What follows belongs to an exercise in optimizing a design on an open flow for small area, a short achievable clock period and few clock cycles per item; a production flow would make more cautious choices.
At most, simulation tests tie the RTL to the original design; equivalence was not proved.
Only the layout flow was run in run 2; the RTL was not checked for function there.
No activity file was given, so power comes from the tool's default toggle rates.

<file path="run.sh">
#!/bin/bash
# synth_recipe.tcl (not shown) runs the flow's synth.tcl, then flattens the netlist and writes it again
# the make line also repeats each setting of config.mk as NAME=value (left out here)
make -C /OpenROAD-flow-scripts/flow DESIGN_CONFIG=/design/flow/config.mk WORK_HOME=/design/flow/orfs CLKGATE_MAP_FILE= SYNTH_SCRIPT=/design/flow/synth_recipe.tcl finish
</file>
<file path="config.mk">
export PLATFORM = sky130hd
export DESIGN_NAME = obi_wb_subsys
export DESIGN_NICKNAME = obi_wb_subsys
export VERILOG_FILES = /design/flow/design.v
export SDC_FILE = /design/flow/constraint.sdc
export NUM_CORES = 8
export LEC_CHECK = 0
export CAP_MARGIN = 20
export CORE_MARGIN = 2
export CORE_UTILIZATION = 35
export SLEW_MARGIN = 20
export SYNTH_MEMORY_MAX_BITS = 16384
</file>
<file path="constraint.sdc">
create_clock -name core_clock -period 7.0 [get_ports {wb_clk_i}]
set_input_delay 1.4000 -clock core_clock [delete_from_list [all_inputs] [get_ports {wb_clk_i}]]
set_output_delay 1.4000 -clock core_clock [all_outputs]
set_load 0.01 [all_outputs]
</file>
<file path="design.v">
`default_nettype none
package wb_obi_pkg;
    localparam int ADDR_W = 32;           
    localparam int DATA_W = 32;           
    localparam int BE_W   = DATA_W / 8;   
    typedef struct packed {
        logic [ADDR_W-1:0] addr;    
        logic              we;      
        logic [BE_W-1:0]   be;      
        logic [DATA_W-1:0] wdata;   
    } obi_req_t;
    typedef struct packed {
        logic              cyc;   
        logic              stb;   
        logic              we;    
        logic [BE_W-1:0]   sel;   
        logic [ADDR_W-1:0] adr;   
        logic [DATA_W-1:0] dat;   
    } wb_req_t;
    typedef struct packed {
        logic              ack;   
        logic [DATA_W-1:0] dat;   
    } wb_rsp_t;
    typedef enum logic [1:0] {
        BR_IDLE,    
        BR_AWAIT,   
        BR_VALID    
    } bridge_state_e;
    typedef enum logic [1:0] {
        ARB_IDLE,   
        ARB_OWN0,   
        ARB_OWN1    
    } arb_state_e;
endpackage
`default_nettype wire
`timescale 1ns/10ps
`default_nettype none
module obi_wb_bridge #(
    parameter int MEM_AW = 10   
) (
    input  wire                                wb_clk_i,         
    input  wire                                soc_rst_ni,       
    input  wire                                obi_req_i,        
    input  wire wb_obi_pkg::obi_req_t          obi_req_data_i,   
    output logic                               obi_gnt_o,        
    output logic                               obi_rvalid_o,     
    output logic [wb_obi_pkg::DATA_W-1:0]      obi_rdata_o,      
    output wb_obi_pkg::wb_req_t                wb_req_o,         
    input  wire wb_obi_pkg::wb_rsp_t           wb_rsp_i          
);
    wb_obi_pkg::bridge_state_e     state_q;    
    wb_obi_pkg::bridge_state_e     state_d;    
    wb_obi_pkg::obi_req_t          req_q;      
    logic [wb_obi_pkg::DATA_W-1:0] rdata_q;    
    logic [wb_obi_pkg::ADDR_W-1:0] win_addr;   
    logic                          ack_seen;   
    assign win_addr = {{(wb_obi_pkg::ADDR_W - MEM_AW){1'b0}}, obi_req_data_i.addr[MEM_AW-1:0]};
    assign ack_seen = wb_rsp_i.ack & (state_q == wb_obi_pkg::BR_AWAIT);
    assign obi_gnt_o    = obi_req_i & (state_q == wb_obi_pkg::BR_IDLE);
    assign obi_rvalid_o = (state_q == wb_obi_pkg::BR_VALID);
    assign obi_rdata_o  = rdata_q;
    always_comb begin
        state_d = state_q;   
        unique case (state_q)
            wb_obi_pkg::BR_IDLE: begin
                if (obi_req_i) begin
                    state_d = wb_obi_pkg::BR_AWAIT;   
                end
            end
            wb_obi_pkg::BR_AWAIT: begin
                if (wb_rsp_i.ack) begin
                    state_d = wb_obi_pkg::BR_VALID;   
                end
            end
            wb_obi_pkg::BR_VALID: begin
                state_d = wb_obi_pkg::BR_IDLE;   
            end
            default: begin
                state_d = wb_obi_pkg::BR_IDLE;
            end
        endcase
    end
    always_ff @(posedge wb_clk_i, negedge soc_rst_ni) begin
        if (!soc_rst_ni) begin
            state_q <= wb_obi_pkg::BR_IDLE;
        end else begin
            state_q <= state_d;
        end
    end
    always_ff @(posedge wb_clk_i) begin
        if (obi_gnt_o) begin
            req_q      <= obi_req_data_i;   
            req_q.addr <= win_addr;         
        end
        if (ack_seen && !req_q.we) begin
            rdata_q <= wb_rsp_i.dat;   
        end
    end
    always_comb begin
        wb_req_o.cyc = (state_q == wb_obi_pkg::BR_AWAIT);
        wb_req_o.stb = (state_q == wb_obi_pkg::BR_AWAIT);
        wb_req_o.we  = req_q.we;
        wb_req_o.sel = req_q.be;
        wb_req_o.adr = req_q.addr;
        wb_req_o.dat = req_q.wdata;
    end
endmodule
`default_nettype wire
`timescale 1ns/10ps
`default_nettype none
module wb_rr_arbiter (
    input  wire                      wb_clk_i,     
    input  wire                      soc_rst_ni,   
    input  wire wb_obi_pkg::wb_req_t m0_req_i,     
    input  wire wb_obi_pkg::wb_req_t m1_req_i,     
    output wb_obi_pkg::wb_rsp_t      m0_rsp_o,     
    output wb_obi_pkg::wb_rsp_t      m1_rsp_o,     
    output wb_obi_pkg::wb_req_t      s_req_o,      
    input  wire wb_obi_pkg::wb_rsp_t s_rsp_i       
);
    wb_obi_pkg::arb_state_e state_q;   
    wb_obi_pkg::arb_state_e state_d;   
    logic                   last_q;    
    logic                   pick1;     
    assign pick1 = m1_req_i.cyc & (~m0_req_i.cyc | ~last_q);
    always_comb begin
        state_d = state_q;
        unique case (state_q)
            wb_obi_pkg::ARB_IDLE: begin
                if (m0_req_i.cyc || m1_req_i.cyc) begin
                    state_d = pick1 ? wb_obi_pkg::ARB_OWN1 : wb_obi_pkg::ARB_OWN0;
                end
            end
            wb_obi_pkg::ARB_OWN0, wb_obi_pkg::ARB_OWN1: begin
                if (s_rsp_i.ack) begin
                    state_d = wb_obi_pkg::ARB_IDLE;   
                end
            end
            default: begin
                state_d = wb_obi_pkg::ARB_IDLE;
            end
        endcase
    end
    always_ff @(posedge wb_clk_i, negedge soc_rst_ni) begin
        if (!soc_rst_ni) begin
            state_q <= wb_obi_pkg::ARB_IDLE;
            last_q  <= 1'b1;   
        end else begin
            state_q <= state_d;
            if (state_q == wb_obi_pkg::ARB_IDLE && (m0_req_i.cyc || m1_req_i.cyc)) begin
                last_q <= pick1;   
            end
        end
    end
    always_comb begin
        s_req_o  = '0;
        m0_rsp_o = '0;
        m1_rsp_o = '0;
        unique case (state_q)
            wb_obi_pkg::ARB_OWN0: begin
                s_req_o  = m0_req_i;
                m0_rsp_o = s_rsp_i;
            end
            wb_obi_pkg::ARB_OWN1: begin
                s_req_o  = m1_req_i;
                m1_rsp_o = s_rsp_i;
            end
            default: begin
                s_req_o = '0;   
            end
        endcase
    end
endmodule
`default_nettype wire
`timescale 1ns/10ps
`default_nettype none
module wb_sram #(
    parameter int MEM_AW = 10   
) (
    input  wire                      wb_clk_i,     
    input  wire                      soc_rst_ni,   
    input  wire wb_obi_pkg::wb_req_t wb_req_i,     
    output wb_obi_pkg::wb_rsp_t      wb_rsp_o      
);
    localparam int DEPTH = 2 ** (MEM_AW - 2);   
    logic [wb_obi_pkg::DATA_W-1:0] mem_q [DEPTH];   
    logic [wb_obi_pkg::DATA_W-1:0] rdat_q;          
    logic [MEM_AW-3:0]             idx;             
    logic                          ack_q;           
    logic                          hit;             
    assign idx = wb_req_i.adr[MEM_AW-1:2];
    assign hit = wb_req_i.cyc & wb_req_i.stb & ~ack_q;   
    always_ff @(posedge wb_clk_i, negedge soc_rst_ni) begin
        if (!soc_rst_ni) begin
            ack_q <= 1'b0;
        end else begin
            ack_q <= hit;
        end
    end
    always_ff @(posedge wb_clk_i) begin
        if (hit && wb_req_i.we) begin
            for (int b = 0; b < wb_obi_pkg::BE_W; b++) begin
                if (wb_req_i.sel[b]) begin
                    mem_q[idx][8*b +: 8] <= wb_req_i.dat[8*b +: 8];   
                end
            end
        end
        if (hit && !wb_req_i.we) begin
            rdat_q <= mem_q[idx];   
        end
    end
    assign wb_rsp_o.ack = ack_q;
    assign wb_rsp_o.dat = rdat_q;
endmodule
`default_nettype wire
`timescale 1ns/10ps
`default_nettype none
module obi_wb_subsys #(
    parameter int MEM_AW = 10   
) (
    input  wire                           wb_clk_i,        
    input  wire                           soc_rst_ni,      
    input  wire                           obi0_req_i,      
    input  wire [68:0]                    obi0_data_i,     
    output logic                          obi0_gnt_o,      
    output logic                          obi0_rvalid_o,   
    output logic [wb_obi_pkg::DATA_W-1:0] obi0_rdata_o,    
    input  wire                           obi1_req_i,      
    input  wire [68:0]                    obi1_data_i,     
    output logic                          obi1_gnt_o,      
    output logic                          obi1_rvalid_o,   
    output logic [wb_obi_pkg::DATA_W-1:0] obi1_rdata_o     
);
    wb_obi_pkg::obi_req_t obi0_data;   
    wb_obi_pkg::obi_req_t obi1_data;   
    wb_obi_pkg::wb_req_t br0_req;   
    wb_obi_pkg::wb_rsp_t br0_rsp;
    wb_obi_pkg::wb_req_t br1_req;   
    wb_obi_pkg::wb_rsp_t br1_rsp;
    wb_obi_pkg::wb_req_t mem_req;   
    wb_obi_pkg::wb_rsp_t mem_rsp;
    assign obi0_data = obi0_data_i;
    assign obi1_data = obi1_data_i;
    obi_wb_bridge #(.MEM_AW(MEM_AW)) bridge_0_i (
        .wb_clk_i(wb_clk_i), .soc_rst_ni(soc_rst_ni),
        .obi_req_i(obi0_req_i), .obi_req_data_i(obi0_data), .obi_gnt_o(obi0_gnt_o),
        .obi_rvalid_o(obi0_rvalid_o), .obi_rdata_o(obi0_rdata_o),
        .wb_req_o(br0_req), .wb_rsp_i(br0_rsp)
    );
    obi_wb_bridge #(.MEM_AW(MEM_AW)) bridge_1_i (
        .wb_clk_i(wb_clk_i), .soc_rst_ni(soc_rst_ni),
        .obi_req_i(obi1_req_i), .obi_req_data_i(obi1_data), .obi_gnt_o(obi1_gnt_o),
        .obi_rvalid_o(obi1_rvalid_o), .obi_rdata_o(obi1_rdata_o),
        .wb_req_o(br1_req), .wb_rsp_i(br1_rsp)
    );
    wb_rr_arbiter arb_i (
        .wb_clk_i(wb_clk_i), .soc_rst_ni(soc_rst_ni),
        .m0_req_i(br0_req), .m1_req_i(br1_req), .m0_rsp_o(br0_rsp), .m1_rsp_o(br1_rsp),
        .s_req_o(mem_req), .s_rsp_i(mem_rsp)
    );
    wb_sram #(.MEM_AW(MEM_AW)) sram_i (
        .wb_clk_i(wb_clk_i), .soc_rst_ni(soc_rst_ni), .wb_req_i(mem_req), .wb_rsp_o(mem_rsp)
    );
endmodule
`default_nettype wire
</file>
==> results of run 1 <==
## cell type report
| type | count | area [sq um] |
|---|---|---|
| inverters | 4 | 22.5 |
| diodes | 47 | 118 |
| well taps | 11900 | 14800 |
| repair buffers | 1595 | 14700 |
| multi-input cells | 7941 | 56400 |
| fillers | 79300 | 530000 |
| clock inverters | 406 | 3720 |
| flip-flops and latches | 8386 | 252000 |
| clock buffers | 1000 | 20500 |
## Yosys cell counts, drive strengths merged, types with 7 or more instances
| master | number | area (sq um) |
|---|---|---|
| a41oi | 21 | 184 |
| a211oi | 16 | 120 |
| o21ai | 366 | 1840 |
| nor2 | 216 | 816 |
| and2 | 65 | 407 |
| dfrtp | 7 | 175 |
| a222oi | 29 | 290 |
| o211ai | 11 | 82.6 |
| nor3 | 948 | 4770 |
| o221ai | 28 | 245 |
| o22ai | 687 | 4300 |
| mux2i | 58 | 581 |
| a311oi | 19 | 166 |
| nand4 | 41 | 263 |
| buf | 974 | 4600 |
| nand3 | 69 | 355 |
| nand2 | 264 | 993 |
| edfxtp | 8378 | 252000 |
| nor4 | 182 | 1140 |
| a221oi | 1163 | 10200 |
| a21oi | 866 | 4330 |
| o31ai | 10 | 75.1 |
| a22oi | 1549 | 11700 |
| o2111ai | 8 | 70.1 |
| a31oi | 25 | 156 |
| o2bb2ai | 14 | 123 |
| or4 | 14 | 105 |
| a221o | 7 | 70.1 |
| clkbuf | 566 | 2120 |
| a22o | 1192 | 10400 |
## logic make-up (layout without fill, tap and decap cells)
family	Yosys count	after routing	share of synthesized area
buf+inv	1544	3005	0.0215
compound gates	6057	6057	0.143
mux	65	65	0.00214
flops	8386	8386	0.805
other cells	0	47	0
fa+ha+maj	3	3	0.000120
simple gates	1816	1816	0.0286
## flip-flops by register name, indices dropped and copies added, names as in the netlist
name                cells
bridge_1_i.req_q       45
bridge_1_i.state_q      2
bridge_1_i.rdata_q     32
bridge_0_i.req_q       45
sram_i.rdat_q          32
sram_i.mem_q         8192
arb_i.last_q            1
arb_i.state_q           2
bridge_0_i.rdata_q     32
bridge_0_i.state_q      2
sram_i.ack_q            1
## path summary, 6_finish.rpt
| path | startpoint | to | slack, ns | depth (start not counted) |
|---|---|---|---|---|
| setup reg to reg | arb_i.state_q[0] | sram_i.rdat_q[24] | 0.83 | 14 |
| hold / removal | soc_rst_ni | bridge_1_i.state_q[1] | 0.50 | 1 |
| min in group core_clock | arb_i.last_q | arb_i.last_q | 0.54 | 1 |
| max in group asynchronous | soc_rst_ni | arb_i.last_q | 6.17 | 1 |
| hold reg to reg | arb_i.last_q | arb_i.last_q | 0.54 | 1 |
| setup / recovery | arb_i.state_q[0] | sram_i.rdat_q[24] | 0.83 | 14 |
## worst max-delay path, stage by stage, from the launching register on
cell and delay [ns]:
dfrtp_1 0.39, inv_1 0.13, ha_4 0.35, a22oi_4 1.00
nor3_4 0.27, buf_16 0.27, buf_12 0.19, buf_12 0.23
a22o_1 0.26, a221oi_1 0.37, o22ai_1 0.16, o21ai_0 0.57
nand4_1 0.54, a21oi_1 0.63, nand2_1 0.32
## through the flow
stage               std cells  utilization  area, sq um  setup WS [ns]  total power [mW]
finish                  31200        0.406       362000          0.834               133
global route            31200        0.406       362000          0.941               135
CTS                     31200        0.405       361000          0.862               132
detailed placement      29800        0.378       337000          0.935              91.5
global placement        29800        0.377       336000          0.623              91.2
floorplan               17900            -       313000          -2.23              77.0
## power breakdown
| group | total [mW] | internal (mW) | switching [mW] |
|---|---|---|---|
| sequential | 59.9 | 59.6 | 0.288 |
| clock | 41.2 | 22.5 | 18.6 |
| combinational | 31.5 | 7.63 | 23.9 |
## per-layer routing
| metal | share of wire | GRT usage | vias to the layer above | wire length [um] |
|---|---|---|---|---|
| met5 | 0.00042 | 0 | - | 416 |
| met3 | 0.11 | 0.0443 | 1854 | 110000 |
| met4 | 0.046 | 0.0880 | 56 | 45700 |
| li1 | - | - | 77300 | - |
| met2 | 0.46 | 0.325 | 11500 | 451000 |
| met1 | 0.39 | 0.286 | 97000 | 381000 |
==> results.toml, run 1 <==
[global_routing]
antenna_found_initial = 74
grt_pass1_wl_mm = 1380
grt_pass1_vias = 178000
grt_max_degree = 212
track_usage = 0.209
globalRoute.totalOverflow = 0

[job]
maxCapViolCount = 0

[sta]
maxSlewViolCount = 0
setup_tns_ns = 0
final-setup-viol-count = 0
worst_slew_margin_rel = 0.171
min_period_ns = 6.17
hold_slack_ns = 0.503
period_share = 0.881
fmax_ghz = 0.162
rsz0062_at_grt = "false"
finClkSkew_ns = 0.0823
worst_slew_pin_slew_ns = 1.24
finalHoldViolations = 0

[floorplan]
start_util = 0.351
die_area_sq_um = 902000
die_width_um = 950
ios = 210
rows = 347
coreArea_sq_um = 892000
die_h_um = 950

[routing]
vias = 188000
drc = 0
detail-route-antenna-nets = 0
vias_per_cell = 6.01
drt-pass1-iter-count = 7
wirelength_mm = 988
dr.first_iter.drc_count = 28900
wl_per_cell_um = 31.6

[final_layout]
final_common_cell = "edfxtp_1"
nets = 18900
final_cell_mix = "8378 x edfxtp_1, 1545 x a22oi_1, 1233 x buf_4"
drive_above_1_share = 0.145
area_growth_pct = 15.7

[setup_path]
crit_arrival_ns = 7.02
cp-end-kind = "register"
path_max_fanout = 48
cp.required_ns = 7.85
crit_path_start_kind = "register"
path_class = "register to register"

[synth]
ys_types = 70
synthesis.instances = 17900
synth_flop_cell = "edfxtp_1"
synth_edf_count = 8378
yosysSeqAreaShare = 0.805
async_reset_ff_frac = 0.000954
ys_ff_latch = 8386
netlist_area_sq_um = 313000
syn_area_per_cell_sq_um = 17.5
ys_warn_count = 3
syn-num-nets = 18000

[power_and_ir_drop]
vdd.ir_drop.worst_uv = 407
power_leakage_nw = 115
powerDensity_nw_per_um2 = 366

[cts]
cts_setup_buffers = 0
clk-insertion-delay-late_ns = 1.18
cts_buffer_depth = 4
cts.sinks = 8386
cts_tree = "done"
cts_root_buf = "clkbuf_16"
ctsHoldBuffers = 0
cts_buffers = 779
clk_pin_slew_worst_paths_ns = 0.06
cts-htree-levels = 6
post_cts_resized = 0

[min_path]
hold_path.class = "input port to asynchronous set/reset pin"

[placed_design]
place_hpwl_mm = 583
gp_congestion = 0.853
port_buffers = 161

[outcome]
outcome = "timing/DRC/antenna clean"
Testbench counts, summed over its fixed seeds: cycles 19,216, items 6,400.
==> run 2: changes to the inputs <==
==> design.v (replaced) <==
`default_nettype none
package wb_obi_pkg;
    localparam int ADDR_W = 32;           
    localparam int DATA_W = 32;           
    localparam int BE_W   = DATA_W / 8;   
    typedef struct packed {
        logic [ADDR_W-1:0] addr;    
        logic              we;      
        logic [BE_W-1:0]   be;      
        logic [DATA_W-1:0] wdata;   
    } obi_req_t;
    typedef struct packed {
        logic              cyc;   
        logic              stb;   
        logic              we;    
        logic [BE_W-1:0]   sel;   
        logic [ADDR_W-1:0] adr;   
        logic [DATA_W-1:0] dat;   
    } wb_req_t;
    typedef struct packed {
        logic              ack;   
        logic [DATA_W-1:0] dat;   
    } wb_rsp_t;
    typedef enum logic [1:0] {
        BR_IDLE,    
        BR_AWAIT,   
        BR_VALID    
    } bridge_state_e;
    typedef enum logic [1:0] {
        ARB_IDLE,   
        ARB_OWN0,   
        ARB_OWN1    
    } arb_state_e;
endpackage
`default_nettype wire
`timescale 1ns/10ps
`default_nettype none
module wb_sram #(
    parameter int RW = 5   
) (
    input  wire                 wb_clk_i,   
    input  wire  [2**RW-1:0]    rd_sel_i,   
    output logic [31:0]         rd_dat_o,   
    input  wire                 wr_en_i,    
    input  wire  [RW-1:0]       wr_row_i,   
    input  wire  [3:0]          wr_be_i,    
    input  wire  [31:0]         wr_dat_i    
);
    localparam int DEPTH = 2 ** RW;
    logic [31:0] mem_q [DEPTH];   
    always_ff @(posedge wb_clk_i) begin
        if (wr_en_i) begin
            for (int b = 0; b < 4; b++) begin
                if (wr_be_i[b]) begin
                    mem_q[wr_row_i][8*b +: 8] <= wr_dat_i[8*b +: 8];
                end
            end
        end
    end
    always_comb begin
        rd_dat_o = '0;
        for (int r = 0; r < DEPTH; r++) begin
            rd_dat_o = rd_dat_o | (mem_q[r] & {32{rd_sel_i[r]}});
        end
    end
endmodule
`default_nettype wire
`timescale 1ns/10ps
`default_nettype none
module obi_wb_subsys #(
    parameter int MEM_AW = 10,   
    parameter int BB     = 3     
) (
    input  wire                           wb_clk_i,        
    input  wire                           soc_rst_ni,      
    input  wire                           obi0_req_i,      
    input  wire [68:0]                    obi0_data_i,     
    output logic                          obi0_gnt_o,      
    output logic                          obi0_rvalid_o,   
    output logic [wb_obi_pkg::DATA_W-1:0] obi0_rdata_o,    
    input  wire                           obi1_req_i,      
    input  wire [68:0]                    obi1_data_i,     
    output logic                          obi1_gnt_o,      
    output logic                          obi1_rvalid_o,   
    output logic [wb_obi_pkg::DATA_W-1:0] obi1_rdata_o     
);
    localparam int WW = MEM_AW - 2;   
    localparam int RW = WW - BB;      
    localparam int NB = 2 ** BB;      
    logic [68:0] pay [2];   
    logic        req [2];
    assign pay[0] = obi0_data_i;
    assign pay[1] = obi1_data_i;
    assign req[0] = obi0_req_i;
    assign req[1] = obi1_req_i;
    logic          hv_q  [2];   
    logic          hwe_q [2];
    logic [3:0]    hbe_q [2];
    logic [WW-1:0] hwd_q [2];   
    logic [31:0]   hdat_q[2];
    logic          win_q [2];   
    logic          gnt_q [2];   
    logic          prio_q;      
    logic          hv_d  [2];
    logic          hwe_d [2];
    logic [WW-1:0] hwd_d [2];
    logic          win_d [2];
    logic          prio_d;
    logic          conf_d;
    logic          acc   [2];
    always_comb begin
        for (int p = 0; p < 2; p++) begin
            acc[p]   = req[p] & gnt_q[p];
            hv_d[p]  = acc[p] | (hv_q[p] & ~win_q[p]);
            hwe_d[p] = acc[p] ? pay[p][36] : hwe_q[p];
            hwd_d[p] = acc[p] ? pay[p][37+2 +: WW] : hwd_q[p];
        end
        conf_d = hv_d[0] & hv_d[1] & (hwe_d[0] == hwe_d[1])
               & (hwd_d[0][BB-1:0] == hwd_d[1][BB-1:0]);
        prio_d   = (win_q[0] & win_q[1]) ? prio_q : (hv_q[0] & hv_q[1] & win_q[0]) ? 1'b1
                 : (hv_q[0] & hv_q[1] & win_q[1]) ? 1'b0 : prio_q;
        win_d[0] = hv_d[0] & ~(conf_d & prio_d);
        win_d[1] = hv_d[1] & ~(conf_d & ~prio_d);
    end
    always_ff @(posedge wb_clk_i, negedge soc_rst_ni) begin
        if (!soc_rst_ni) begin
            for (int p = 0; p < 2; p++) begin
                hv_q[p]  <= 1'b0;
                win_q[p] <= 1'b0;
                gnt_q[p] <= 1'b1;
            end
            prio_q <= 1'b0;
        end else begin
            for (int p = 0; p < 2; p++) begin
                hv_q[p]  <= hv_d[p];
                win_q[p] <= win_d[p];
                gnt_q[p] <= ~hv_d[p] | win_d[p];
            end
            prio_q <= prio_d;
        end
    end
    always_ff @(posedge wb_clk_i) begin
        for (int p = 0; p < 2; p++) begin
            hwe_q[p] <= hwe_d[p];
            hwd_q[p] <= hwd_d[p];
            if (acc[p]) begin
                hbe_q[p]  <= pay[p][35:32];
                hdat_q[p] <= pay[p][31:0];
            end
        end
    end
    logic [2**RW-1:0] rsel_q [NB];   
    logic [NB-1:0] bsel_q [2];
    always_ff @(posedge wb_clk_i) begin
        for (int b = 0; b < NB; b++) begin
            for (int r = 0; r < 2 ** RW; r++) begin
                rsel_q[b][r] <= (win_d[0] & ~hwe_d[0] & (hwd_d[0] == WW'(r * NB + b)))
                              | (win_d[1] & ~hwe_d[1] & (hwd_d[1] == WW'(r * NB + b)));
            end
        end
        for (int p = 0; p < 2; p++) begin
            for (int b = 0; b < NB; b++) begin
                bsel_q[p][b] <= (hwd_d[p][BB-1:0] == BB'(b));
            end
        end
    end
    logic [31:0] bank_rd [NB];
    for (genvar b = 0; b < NB; b++) begin : g_bank
        logic w0, w1;
        assign w0 = win_q[0] & hwe_q[0] & (hwd_q[0][BB-1:0] == BB'(b));
        assign w1 = win_q[1] & hwe_q[1] & (hwd_q[1][BB-1:0] == BB'(b));
        wb_sram #(.RW(RW)) bank_i (
            .wb_clk_i (wb_clk_i),
            .rd_sel_i (rsel_q[b]),
            .rd_dat_o (bank_rd[b]),
            .wr_en_i  (w0 | w1),
            .wr_row_i (w0 ? hwd_q[0][WW-1:BB] : hwd_q[1][WW-1:BB]),
            .wr_be_i  (w0 ? hbe_q[0] : hbe_q[1]),
            .wr_dat_i (w0 ? hdat_q[0] : hdat_q[1])
        );
    end
    logic        rv_q [2];
    logic [31:0] rd_q [2];
    logic [31:0] rsel [2];
    always_comb begin
        for (int p = 0; p < 2; p++) begin
            rsel[p] = '0;
            for (int b = 0; b < NB; b++) begin
                rsel[p] = rsel[p] | (bank_rd[b] & {32{bsel_q[p][b]}});
            end
        end
    end
    always_ff @(posedge wb_clk_i, negedge soc_rst_ni) begin
        if (!soc_rst_ni) begin
            rv_q[0] <= 1'b0;
            rv_q[1] <= 1'b0;
        end else begin
            rv_q[0] <= win_q[0];
            rv_q[1] <= win_q[1];
        end
    end
    always_ff @(posedge wb_clk_i) begin
        rd_q[0] <= rsel[0];
        rd_q[1] <= rsel[1];
    end
    assign obi0_gnt_o    = gnt_q[0];
    assign obi1_gnt_o    = gnt_q[1];
    assign obi0_rvalid_o = rv_q[0];
    assign obi1_rvalid_o = rv_q[1];
    assign obi0_rdata_o  = rd_q[0];
    assign obi1_rdata_o  = rd_q[1];
endmodule
`default_nettype wire
==> results.toml, run 2 <==
[sta]
maxSlewViolCount = 0
rsz0062_at_grt = "false"
finalHoldViolations = 0
worst_slew_pin_slew_ns = 1.35
finClkSkew_ns = 0.182
layout_setup_ws_ns = 1.74
fmax_ghz = 0.190
setup_tns_ns = 0
final-setup-viol-count = 0
hold_slack_ns = 0.502
min_period_ns = 5.26
period_share = 0.751
worst_slew_margin_rel = 0.0994

[power_and_ir_drop]
power_leakage_nw = 112
p_switching_mw = 25.5
p_int_mw = 83.4
p_clk_frac = 0.420
vdd.ir_drop.worst_uv = 275
powerDensity_nw_per_um2 = 297
swShare = 0.234
comb_power_share = 0.052
pwr-share-seq = 0.528

[placed_design]
gp_congestion = 0.996
numPlacedInstances = 30000
pre_cts_ws_ns = 1.17
port_buffers = 161
place_hpwl_mm = 820

[routing]
vias_per_cell = 6.51
detail-route-antenna-nets = 2
drt-pass1-iter-count = 11
drc = 0
wirelength_mm = 1330
vias = 210000
wl_per_cell_um = 41.4
dr.first_iter.drc_count = 40900

[outcome]
violations = "antenna rules"
outcome = "failed layout checks"

[synth]
synth_common_cells = "8264 x edfxtp_1, 3457 x a22oi_1, 1124 x nor2_1"
synth_edf_count = 8264
ys_ff_latch = 8627
synth_flop_cell = "edfxtp_1"
ys_top_cells_by_area = "edfxtp_1 79%, a22oi_1 8.2%, dfxtp_1 2.2%"
synth.top_cell.area_share = 0.787
ys_types = 63
ys_warn_count = 41
synthesis.instances = 18000
async_reset_ff_frac = 0.00104
synthMostInstantiatedCell = "edfxtp_1"
synth_top_cell_by_area = "edfxtp_1"
syn-num-nets = 18200
yosysSeqAreaShare = 0.810
syn_area_per_cell_sq_um = 17.5
netlist_area_sq_um = 315000

[global_routing]
grt_pass1_vias = 187000
antenna_found_initial = 177
globalRoute.totalOverflow = 0
grt_max_degree = 94
grt_pass1_wl_mm = 1730
track_usage = 0.279

[setup_path]
crit_chain = "buf_4 > nor2b_1 > nand2_1 > o21ai_1 > nand3_1 > nor2_1"
crit_path_start_kind = "register"
worstSetupStartpoint = "hwd_q[0][6]"
path_class = "register to register"
cp.required_ns = 7.77
rr_endpoint = "g_bank[0].bank_i.mem_q[27][20]"
worst-r2r-setup-slack_ns = 1.74
path_max_fanout = 10
cp-endpoint = "g_bank[0].bank_i.mem_q[27][20]"
r2r_cells = 6
r2r_start = "hwd_q[0][6]"
crit_arrival_ns = 6.03
crit_slowest_cell = "nor2b_1"
cp-end-kind = "register"
slowest_delay_ns = 1.09

[floorplan]
start_util = 0.351
rows = 348
die_h_um = 953
coreArea_sq_um = 898000
ios = 210
die_area_sq_um = 909000
die_width_um = 953

[min_path]
hold_path.class = "register to register"
worstHoldPathCells = 0

[final_layout]
drive_above_1_share = 0.159
final_cell_mix = "8264 x edfxtp_1, 3457 x a22oi_1, 1068 x buf_4"
final_common_cell = "edfxtp_1"
multi_input_area_sq_um = 57000
regMostFlops = "g_bank.bank_i.mem_q"
seq_area_sq_um = 256000
largest_register_ffs = 8192
nFillCells = 79800
biggestRegsByFlops = "g_bank.bank_i.mem_q (8192), rsel_q (256)"
finish.utilization = 0.408
nets = 19200
area_growth_pct = 16.3
stdcell_count = 32300

[cts]
cts_root_buf = "clkbuf_16"
clk-insertion-delay-late_ns = 1.29
cts_setup_buffers = 0
cts_buffer_depth = 4
cts.sinks = 8627
cts-htree-levels = 6
post_cts_resized = 0
cts_tree = "done"
ctsHoldBuffers = 0
cts_buffers = 851
clk_pin_slew_worst_paths_ns = 0.07

[job]
maxCapViolCount = 0
run 2: cell count changes in the layout (fill, tap and decap cells not counted), sizes merged, moves of 288 or more:
cell and change:
nand3 +659, buf -351, a221oi -746, nor3 -905, nor2 +910, a22o -813, a21oi -818, dfxtp +354
nand4 +692, o22ai -554, diode +577, o21ai -288, a22oi +1908
run 2: kinds of logic (layout without fill, tap and decap cells):
group           count (synthesis)  in the layout  share of synthesized area
buf+inv                      1178           2894                     0.0146
mux                           258            258                    0.00922
flops                        8627           8627                      0.810
simple gates                 3251           3251                     0.0517
compound gates               4715           4715                      0.115
xor+xnor                        1              1                  0.0000278
other cells                     0            624                          0
run 2: power by group through the flow:
stage	Clock, mW	Sequential (mW)	Combinational, mW
finish	45.7	57.5	5.63
floorplan	0	58.4	1.88
global route	47.5	57.4	5.43
detailed placement	0	58.5	5.11
CTS	45.6	57.5	5.12
global placement	0	58.5	5.00
run 2: per-stage QoR:
step / instance area (sq um) / power [mW]
after global routing: 366000 / 110
after floorplan: 315000 / 60.3
after CTS: 365000 / 108
after global placement: 337000 / 63.5
final: 367000 / 109
after detailed placement: 337000 / 63.7
run 2: worst min path at each step:
stage	slack (ns)	to	start
after detailed placement	0.47	rv_q[0]	win_q[0]
after global placement	0.47	rv_q[0]	win_q[0]
after floorplan	0.35	rv_q[1]	win_q[1]
after global routing	0.52	rv_q[0]	win_q[0]
final	0.50	rv_q[0]	win_q[0]
after CTS	0.49	rv_q[0]	win_q[0]
run 2: layout make-up:
class | instances | share of cell area
inverters | 66 | 0.000703
multi-input cells | 8225 | 0.155
diodes | 624 | 0.00426
flip-flops and latches | 8627 | 0.697
clock inverters | 524 | 0.0140
clock buffers | 1060 | 0.0611
well taps | 11900 | 0.0406
repair buffers | 1244 | 0.0268
run 2: per-layer routing:
| layer | global-route usage | up-vias | wire (um) |
|---|---|---|---|
| met5 | 0.00850 | - | 1710 |
| met3 | 0.117 | 4478 | 217000 |
| met1 | 0.344 | 106000 | 447000 |
| li1 | - | 78200 | - |
| met2 | 0.392 | 20800 | 557000 |
| met4 | 0.206 | 69 | 112000 |
run 2: worst max-delay path, delay by kind of cell, from the launching register on:
kind / cells / cell delay, ns
DFF: 1 / 0.94
and+or+nand+nor: 4 / 2.68
buffers and inverters: 1 / 0.41
AOI/OAI and AO/OA: 1 / 0.73
==> run 3: changes to the inputs <==
--- a/design.v
+++ b/design.v
@@ -153,2 +153,4 @@
     logic [NB-1:0] bsel_q [2];
+    logic [NB-1:0] wen_q;    
+    logic [NB-1:0] wsel_q;   
     always_ff @(posedge wb_clk_i) begin
@@ -165,2 +167,15 @@
         end
+        for (int b = 0; b < NB; b++) begin
+            wsel_q[b] <= win_d[1] & hwe_d[1] & (hwd_d[1][BB-1:0] == BB'(b));
+        end
+    end
+    always_ff @(posedge wb_clk_i, negedge soc_rst_ni) begin
+        if (!soc_rst_ni) begin
+            wen_q <= '0;
+        end else begin
+            for (int b = 0; b < NB; b++) begin
+                wen_q[b] <= (win_d[0] & hwe_d[0] & (hwd_d[0][BB-1:0] == BB'(b)))
+                          | (win_d[1] & hwe_d[1] & (hwd_d[1][BB-1:0] == BB'(b)));
+            end
+        end
     end
@@ -168,5 +183,2 @@
     for (genvar b = 0; b < NB; b++) begin : g_bank
-        logic w0, w1;
-        assign w0 = win_q[0] & hwe_q[0] & (hwd_q[0][BB-1:0] == BB'(b));
-        assign w1 = win_q[1] & hwe_q[1] & (hwd_q[1][BB-1:0] == BB'(b));
         wb_sram #(.RW(RW)) bank_i (
@@ -175,6 +187,6 @@
             .rd_dat_o (bank_rd[b]),
-            .wr_en_i  (w0 | w1),
-            .wr_row_i (w0 ? hwd_q[0][WW-1:BB] : hwd_q[1][WW-1:BB]),
-            .wr_be_i  (w0 ? hbe_q[0] : hbe_q[1]),
-            .wr_dat_i (w0 ? hdat_q[0] : hdat_q[1])
+            .wr_en_i  (wen_q[b]),
+            .wr_row_i (wsel_q[b] ? hwd_q[1][WW-1:BB] : hwd_q[0][WW-1:BB]),
+            .wr_be_i  (wsel_q[b] ? hbe_q[1] : hbe_q[0]),
+            .wr_dat_i (wsel_q[b] ? hdat_q[1] : hdat_q[0])
         );
--- a/config.mk
+++ b/config.mk
@@ -9,3 +9,6 @@
 export CORE_MARGIN = 2
-export CORE_UTILIZATION = 35
+export CORE_UTILIZATION = 60
+export CTS_CLUSTER_DIAMETER = 80
+export CTS_CLUSTER_SIZE = 25
+export SETUP_SLACK_MARGIN = 4
 export SLEW_MARGIN = 20
==> results.toml, run 3 <==
[final_layout]
final_common_cell = "edfxtp_1"
final_cell_mix = "8264 x edfxtp_1, 3420 x a22oi_1, 1437 x buf_4"
largest_register_ffs = 8192
nFillCells = 34600
regMostFlops = "g_bank.bank_i.mem_q"
biggestRegsByFlops = "g_bank.bank_i.mem_q (8192), rsel_q (256)"
area_growth_pct = 13.7
stdcell_count = 26800
multi_input_area_sq_um = 61900
seq_area_sq_um = 256000
nets = 19200
drive_above_1_share = 0.204
finish.utilization = 0.685

[setup_path]
r2r_cells = 6
cp.required_ns = 7.68
path_class = "register to register"
rr_endpoint = "rd_q[0][1]"
worst-r2r-setup-slack_ns = 3.61
cp-end-kind = "register"
r2r_start = "rsel_q[5][31]"
cp-endpoint = "rd_q[0][1]"
path_max_fanout = 20
worstSetupStartpoint = "rsel_q[5][31]"
crit_path_start_kind = "register"
crit_arrival_ns = 4.07

[floorplan]
die_width_um = 730
coreArea_sq_um = 525000
start_util = 0.602
die_area_sq_um = 533000
rows = 266
die_h_um = 730
ios = 210

[global_routing]
top_usage_layer = "met2"
grt_pass1_vias = 185000
grt_max_degree = 84
grt_use_met2 = 0.636
met3_usage = 0.224
antenna_found_initial = 150
use_met1 = 0.612
grt_pass1_wl_mm = 1680
track_usage = 0.475
globalRoute.totalOverflow = 0

[cts]
cts_buffers = 410
cts.sinks = 8643
clk_pin_slew_worst_paths_ns = 0.10
cts_buffer_depth = 4
cts_tree = "done"
cts-htree-levels = 5
ctsHoldBuffers = 0
clk-insertion-delay-late_ns = 1.11
cts_root_buf = "clkbuf_16"

[sta]
final-setup-viol-count = 0
worst_slew_margin_rel = 0.0340
worst_slew_pin_slew_ns = 1.45
hold_slack_ns = 0.322
maxSlewViolCount = 0
setup_tns_ns = 0
finClkSkew_ns = 0.0553
rsz0062_at_grt = "true"
min_period_ns = 3.39
fmax_ghz = 0.295
period_share = 0.484
finalHoldViolations = 0

[outcome]
violations = "antenna rules"
outcome = "failed layout checks"

[placed_design]
numPlacedInstances = 25200
port_buffers = 161
place_hpwl_mm = 767
gp_congestion = 0.994

[power_and_ir_drop]
powerDensity_nw_per_um2 = 258
power_leakage_nw = 112
vdd.ir_drop.worst_uv = 291

[routing]
drt-pass1-iter-count = 9
vias_per_cell = 7.84
dr.first_iter.drc_count = 38400
vias = 210000
drc = 0
detail-route-antenna-nets = 3
wirelength_mm = 1290
wl_per_cell_um = 48.2

[synth]
async_reset_ff_frac = 0.00197
synth.top_cell.area_share = 0.785
syn-num-nets = 18000
synth_flop_cell = "edfxtp_1"
syn_area_per_cell_sq_um = 17.7
synth_top_cell_by_area = "edfxtp_1"
synth_common_cells = "8264 x edfxtp_1, 3462 x a22oi_1, 1012 x nor3_1"
ys_ff_latch = 8643
ys_types = 65
ys_top_cells_by_area = "edfxtp_1 79%, a22oi_1 8.2%, dfxtp_1 2.3%"
synthMostInstantiatedCell = "edfxtp_1"
netlist_area_sq_um = 316000
synth_edf_count = 8264
yosysSeqAreaShare = 0.809
synthesis.instances = 17900
ys_warn_count = 41

[job]
maxCapViolCount = 0

[min_path]
hold_path.class = "input port to asynchronous set/reset pin"
## run 3: changes by cell type in the layout (fill, tap and decap cells not counted), sizes merged, moves of 77 or more
cell,delta
nor3,+976
nand3,-203
clkbuf,-563
nor2,-989
buf,+765
clkdlybuf4s50,-77
clkinv,-350
o41ai,-106
## run 3: worst max-delay path: stages, from the launching register on
cell      delay [ns]
dfxtp_4         0.48
buf_6           0.28
a221oi_4        0.34
nand3_1         0.11
or4_4           0.67
a22oi_2         0.25
nand4_1         0.73
## run 3: final cells by class
class	instances	share of cell area
Sequential cell	8643	0.714
Multi-Input combinational cell	7955	0.172
Timing Repair Buffer	1963	0.0509
Clock buffer	483	0.0297
Tap cell	6968	0.0243
Clock inverter	126	0.00439
Antenna cell	559	0.00389
Inverter	65	0.000843
Timing Repair inverter	2	0.0000487
## run 3: cell families (layout without fill, tap and decap cells)
family / count (synthesis) / in the layout / share of synthesized area
buffers and inverters: 1288 / 2639 / 0.0158
and+or+nand+nor: 2931 / 2944 / 0.0500
DFF: 8643 / 8643 / 0.809
AOI/OAI and AO/OA: 4705 / 4705 / 0.114
other: 0 / 559 / 0
muxes: 305 / 305 / 0.0111
xor gates and xnor gates: 1 / 1 / 0.0000277
## run 3: power breakdown
group | internal (mW) | switching, mW | total, mW
sequential | 57.3 | 0.267 | 57.6
combinational | 1.22 | 5.81 | 7.03
clock | 11.7 | 16.4 | 28.1
total | 70.2 | 22.5 | 92.7
## run 3: through the flow
stage	setup WS (ns)	power, mW	cell area, sq um
detailed placement	1.14	64.5	335000
CTS	3.70	91.7	355000
finish	3.61	92.7	359000
global route	3.73	93.9	359000
floorplan	3.88	60.8	316000
global placement	1.25	64.4	335000
## run 3: repair_timing
item	in CTS	in global routing
gates resized for setup	1458	358
setup endpoints to repair	5530	1093
pin swaps	200	185
cloned	25	12
setup buffers	214	100
## run 3: per-layer routing
layer / up-vias / part of all wire
li1: 78100 / -
met1: 107000 / 0.33
met2: 21100 / 0.41
met3: 4081 / 0.18
met4: 70 / 0.079
met5: - / 0.00082
## run 3: how the worst min path moves through the flow
stage / start / slack (ns) / cells after the start / endpoint
after detailed placement: win_q[1] / 0.44 / 0 / rv_q[1]
after global routing: soc_rst_ni / 0.34 / 1 / wen_q[7]
after CTS: soc_rst_ni / 0.29 / 1 / win_q[1]
after global placement: win_q[1] / 0.44 / 0 / rv_q[1]
after floorplan: win_q[1] / 0.38 / 0 / rv_q[1]
final: soc_rst_ni / 0.32 / 1 / win_q[1]
Testbench counts of run 3, summed over its fixed seeds: cycles 3,331, items 6,400.
==> run 4: changes to the inputs <==
--- a/design.v
+++ b/design.v
@@ -43,3 +43,2 @@
     output logic [31:0]         rd_dat_o,   
-    input  wire                 wr_en_i,    
     input  wire  [RW-1:0]       wr_row_i,   
@@ -51,6 +50,6 @@
     always_ff @(posedge wb_clk_i) begin
-        if (wr_en_i) begin
+        for (int r = 0; r < DEPTH; r++) begin
             for (int b = 0; b < 4; b++) begin
-                if (wr_be_i[b]) begin
-                    mem_q[wr_row_i][8*b +: 8] <= wr_dat_i[8*b +: 8];
+                if (wr_be_i[b] && wr_row_i == RW'(r)) begin
+                    mem_q[r][8*b +: 8] <= wr_dat_i[8*b +: 8];
                 end
@@ -89,2 +88,3 @@
     localparam int NB = 2 ** BB;      
+    localparam int NR = 2 ** RW;      
     logic [68:0] pay [2];   
@@ -105,2 +105,3 @@
     logic          hwe_d [2];
+    logic [3:0]    hbe_d [2];
     logic [WW-1:0] hwd_d [2];
@@ -115,2 +116,3 @@
             hwe_d[p] = acc[p] ? pay[p][36] : hwe_q[p];
+            hbe_d[p] = acc[p] ? pay[p][35:32] : hbe_q[p];
             hwd_d[p] = acc[p] ? pay[p][37+2 +: WW] : hwd_q[p];
@@ -119,4 +121,3 @@
                & (hwd_d[0][BB-1:0] == hwd_d[1][BB-1:0]);
-        prio_d   = (win_q[0] & win_q[1]) ? prio_q : (hv_q[0] & hv_q[1] & win_q[0]) ? 1'b1
-                 : (hv_q[0] & hv_q[1] & win_q[1]) ? 1'b0 : prio_q;
+        prio_d   = (hv_q[0] & hv_q[1] & (win_q[0] ^ win_q[1])) ? win_q[0] : prio_q;
         win_d[0] = hv_d[0] & ~(conf_d & prio_d);
@@ -129,3 +130,2 @@
                 win_q[p] <= 1'b0;
-                gnt_q[p] <= 1'b1;
             end
@@ -136,3 +136,2 @@
                 win_q[p] <= win_d[p];
-                gnt_q[p] <= ~hv_d[p] | win_d[p];
             end
@@ -143,6 +142,7 @@
         for (int p = 0; p < 2; p++) begin
+            gnt_q[p] <= ~hv_d[p] | win_d[p];
             hwe_q[p] <= hwe_d[p];
+            hbe_q[p] <= hbe_d[p];
             hwd_q[p] <= hwd_d[p];
             if (acc[p]) begin
-                hbe_q[p]  <= pay[p][35:32];
                 hdat_q[p] <= pay[p][31:0];
@@ -151,21 +151,30 @@
     end
-    logic [2**RW-1:0] rsel_q [NB];   
-    logic [NB-1:0] bsel_q [2];
-    logic [NB-1:0] wen_q;    
-    logic [NB-1:0] wsel_q;   
+    logic [NR-1:0] rsel_q [NB];   
+    logic [NB-1:0] bsel_q [2];    
+    logic [RW-1:0] wrow_q [NB];   
+    logic [3:0]    wbe_q  [NB];   
+    logic [NB-1:0] wsel_q;        
+    logic          rd_d   [2];
+    logic          wr_d   [2];
+    logic [NB-1:0] bk_d   [2];    
+    always_comb begin
+        for (int p = 0; p < 2; p++) begin
+            rd_d[p] = win_d[p] & ~hwe_d[p];
+            wr_d[p] = win_d[p] & hwe_d[p];
+            for (int b = 0; b < NB; b++) begin
+                bk_d[p][b] = (hwd_d[p][BB-1:0] == BB'(b));
+            end
+        end
+    end
     always_ff @(posedge wb_clk_i) begin
         for (int b = 0; b < NB; b++) begin
-            for (int r = 0; r < 2 ** RW; r++) begin
-                rsel_q[b][r] <= (win_d[0] & ~hwe_d[0] & (hwd_d[0] == WW'(r * NB + b)))
-                              | (win_d[1] & ~hwe_d[1] & (hwd_d[1] == WW'(r * NB + b)));
-            end
-        end
-        for (int p = 0; p < 2; p++) begin
-            for (int b = 0; b < NB; b++) begin
-                bsel_q[p][b] <= (hwd_d[p][BB-1:0] == BB'(b));
-            end
-        end
-        for (int b = 0; b < NB; b++) begin
-            wsel_q[b] <= win_d[1] & hwe_d[1] & (hwd_d[1][BB-1:0] == BB'(b));
-        end
+            for (int r = 0; r < NR; r++) begin
+                rsel_q[b][r] <= (rd_d[0] & bk_d[0][b] & (hwd_d[0][WW-1:BB] == RW'(r)))
+                              | (rd_d[1] & bk_d[1][b] & (hwd_d[1][WW-1:BB] == RW'(r)));
+            end
+            wsel_q[b] <= wr_d[1] & bk_d[1][b];
+            wrow_q[b] <= (wr_d[1] & bk_d[1][b]) ? hwd_d[1][WW-1:BB] : hwd_d[0][WW-1:BB];
+        end
+        bsel_q[0] <= bk_d[0];
+        bsel_q[1] <= bk_d[1];
     end
@@ -173,7 +182,9 @@
         if (!soc_rst_ni) begin
-            wen_q <= '0;
+            for (int b = 0; b < NB; b++) begin
+                wbe_q[b] <= '0;
+            end
         end else begin
             for (int b = 0; b < NB; b++) begin
-                wen_q[b] <= (win_d[0] & hwe_d[0] & (hwd_d[0][BB-1:0] == BB'(b)))
-                          | (win_d[1] & hwe_d[1] & (hwd_d[1][BB-1:0] == BB'(b)));
+                wbe_q[b] <= ({4{wr_d[0] & bk_d[0][b]}} & hbe_d[0])
+                          | ({4{wr_d[1] & bk_d[1][b]}} & hbe_d[1]);
             end
@@ -187,5 +198,4 @@
             .rd_dat_o (bank_rd[b]),
-            .wr_en_i  (wen_q[b]),
-            .wr_row_i (wsel_q[b] ? hwd_q[1][WW-1:BB] : hwd_q[0][WW-1:BB]),
-            .wr_be_i  (wsel_q[b] ? hbe_q[1] : hbe_q[0]),
+            .wr_row_i (wrow_q[b]),
+            .wr_be_i  (wbe_q[b]),
             .wr_dat_i (wsel_q[b] ? hdat_q[1] : hdat_q[0])
--- a/config.mk
+++ b/config.mk
@@ -9,3 +9,3 @@
 export CORE_MARGIN = 2
-export CORE_UTILIZATION = 60
+export CORE_UTILIZATION = 75
 export CTS_CLUSTER_DIAMETER = 80
==> results.toml, run 4 <==
[outcome]
outcome = "failed layout checks"
violations = "antenna rules"

[final_layout]
area_growth_pct = 8.17
nets = 18200
drive_above_1_share = 0.119
final_cell_mix = "8256 x edfxtp_1, 3427 x a22oi_1, 1026 x and2_1"
nFillCells = 20500
largest_register_ffs = 8192
final_common_cell = "edfxtp_1"
biggestRegsByFlops = "g_bank.bank_i.mem_q (8192), rsel_q (256)"
finish.utilization = 0.815
regMostFlops = "g_bank.bank_i.mem_q"

[routing]
drt-pass1-iter-count = 14
detail-route-antenna-nets = 4
wl_per_cell_um = 50.1
vias = 207000
drc = 0
dr.first_iter.drc_count = 46700
vias_per_cell = 8.55
wirelength_mm = 1220

[setup_path]
path_class = "register to register"
crit_arrival_ns = 4.09
slowest_delay_ns = 0.61
path_max_fanout = 23
crit_chain = "buf_6 > a221oi_2 > nand3_2 > or4_4 > a221oi_1 > nand3b_1"
crit_path_start_kind = "register"
worstSetupStartpoint = "rsel_q[4][9]"
cp_num_buf_inv = 1
crit_slowest_cell = "or4_4"
r2r_start = "rsel_q[4][9]"
cp-end-kind = "register"
cp_top_family = "simple AND/OR/NAND/NOR gates"
worst-r2r-setup-slack_ns = 3.63
cp.required_ns = 7.72

[cts]
cts_buffer_depth = 4
cts-htree-levels = 5
ctsHoldBuffers = 0
cts_tree = "done"
clk_pin_slew_worst_paths_ns = 0.10
cts_root_buf = "clkbuf_16"
cts_buffers = 390
cts.sinks = 8707
clk-insertion-delay-late_ns = 1.13

[global_routing]
antenna_found_initial = 135
track_usage = 0.559
grt_pass1_vias = 188000
grt_max_degree = 78
grt_pass1_wl_mm = 1590
globalRoute.totalOverflow = 0

[synth]
ys_top_cells_by_area = "edfxtp_1 78%, a22oi_1 8.1%, dfxtp_1 2.6%"
synthesis.instances = 17900
ys_types = 58
synth_common_cells = "8256 x edfxtp_1, 3438 x a22oi_1, 1029 x and2_1"
synthMostInstantiatedCell = "edfxtp_1"
synth.top_cell.area_share = 0.777
synth_top_cell_by_area = "edfxtp_1"
async_reset_ff_frac = 0.00448
synth_edf_count = 8256
ys_warn_count = 54
syn-num-nets = 18100
syn_area_per_cell_sq_um = 17.8
ys_ff_latch = 8707
netlist_area_sq_um = 319000
synth_flop_cell = "edfxtp_1"
yosysSeqAreaShare = 0.806

[job]
maxCapViolCount = 0

[min_path]
hold_path.class = "input port to asynchronous set/reset pin"

[sta]
maxSlewViolCount = 0
finClkSkew_ns = 0.0658
finalHoldViolations = 0
fmax_ghz = 0.296
rsz0062_at_grt = "true"
worst_slew_pin_slew_ns = 1.35
period_share = 0.482
final-setup-viol-count = 0
worst_slew_margin_rel = 0.102
setup_tns_ns = 0
min_period_ns = 3.37

[floorplan]
rows = 239
die_area_sq_um = 430000
die_h_um = 656
start_util = 0.753
coreArea_sq_um = 423000
die_width_um = 656
ios = 210

[placed_design]
place_hpwl_mm = 723
gp_congestion = 1.09
port_buffers = 161

[power_and_ir_drop]
powerDensity_nw_per_um2 = 258
power_leakage_nw = 105
vdd.ir_drop.worst_uv = 309
## run 4: cells by family after synthesis
logic type | after synthesis | share of synthesized area
flip-flops | 8707 | 0.806
XOR/XNOR | 1 | 0.0000275
multiplexers | 316 | 0.0111
buffers and inverters | 1111 | 0.0133
AND/OR/NAND/NOR | 3141 | 0.0567
AO/OA/AOI/OAI | 4654 | 0.113
## run 4: where the power goes
group	switching, mW	leakage (nW)	internal, mW
Sequential	0.400	78.3	57.4
Combinational	4.13	21.9	0.955
Clock	15.6	5.26	10.7
Total	20.1	105	69.1
## run 4: worst reg2reg max path: stages (launching register included)
cell and delay, ns:
dfxtp_2 0.56, buf_6 0.36, a221oi_2 0.35, nand3_2 0.22, or4_4 0.61, a221oi_1 0.27, nand3b_1 0.59
## run 4: area by class of cell
class | instances | area, sq um | area share
tap | 5663 | 7090 | 0.0205
inverter | 64 | 277 | 0.000802
sequential | 8707 | 258000 | 0.747
multi-input combinational | 8116 | 60500 | 0.175
antenna | 435 | 1090 | 0.00316
timing repair buffer | 734 | 7430 | 0.0215
clock buffer | 517 | 10500 | 0.0305
clock inverter | 27 | 319 | 0.000925
## run 4: worst paths after layout
check                                    to  cells after the start
worst max-delay path            rd_q[0][13]                      6
worst min-delay path            wbe_q[7][3]                      1
worst max register to register  rd_q[0][13]                      6
worst min register to register      rv_q[1]                      0
max in group asynchronous           rv_q[0]                      1
min in group core_clock             rv_q[1]                      0
## run 4: per-layer routing
metal	global-route usage	up-vias	part of all wire
li1	-	74900	-
met1	0.667	99300	0.28
met2	0.732	26700	0.40
met3	0.302	6519	0.21
met4	0.487	68	0.11
met5	0.0296	-	0.0021
## run 4: timing repair
| item | CTS | global route |
|---|---|---|
| resized for setup | 941 | 235 |
| endpoints found under the setup margin | 479 | 435 |
| pin swaps | 112 | 91 |
| buffers inserted | 73 | 52 |
| hold endpoints to repair | 0 | 0 |
| gates cloned | 10 | 3 |
## run 4: stage by stage
stage	setup slack [ns]	hold slack (ns)	total power, mW	instances	instance area, sq um
global placement	1.37	0.431	63.1	23100	328000
CTS	3.85	0.324	87.8	23800	342000
global route	3.82	0.389	89.8	24100	345000
detailed placement	1.35	0.437	63.2	23100	328000
finish	3.63	0.332	89.2	24300	345000
floorplan	3.88	0.375	60.5	17900	319000
Testbench counts of run 4, summed over its fixed seeds: cycles 3,331, items 6,400.

## afterwards: timing with drivers on the ports
Ports are ideal in the flow. The routed layouts listed here were re-timed in OpenROAD.
Step 1 (the two cells are an assumption about what drives the block):
set clk [get_ports {wb_clk_i}]
set_driving_cell -lib_cell sky130_fd_sc_hd__clkbuf_16 $clk
set_driving_cell -lib_cell sky130_fd_sc_hd__buf_2 [delete_from_list [all_inputs] $clk]
Step 2 times the ports against the registers' clock, not the clock port: input delays grow and output delays shrink by t, the midpoint of the rising clock arrivals with the driver on.
a / b / c = ideal ports / drivers / drivers and shift; a / b = the first two.
| run | t (ns) | setup slack, ns | worst hold slack (ns) |
|---|---|---|---|
| run 1 | 1.299 | 0.834 / 0.834 / 0.834 | 0.503 / 0.380 / 0.543 |
| run 2 | 1.359 | 1.744 / 1.744 / 0.971 | 0.502 / 0.502 / 0.502 |
| run 3 | 1.236 | 3.610 / 3.559 / 2.866 | 0.322 / 0.459 / 0.467 |
| run 4 | 1.230 | 3.626 / 3.626 / 2.661 | 0.332 / 0.467 / 0.467 |
For run 4, which loses most, drivers alone change the setup slack by 0.000 ns; drivers and shift together by -0.965 ns.
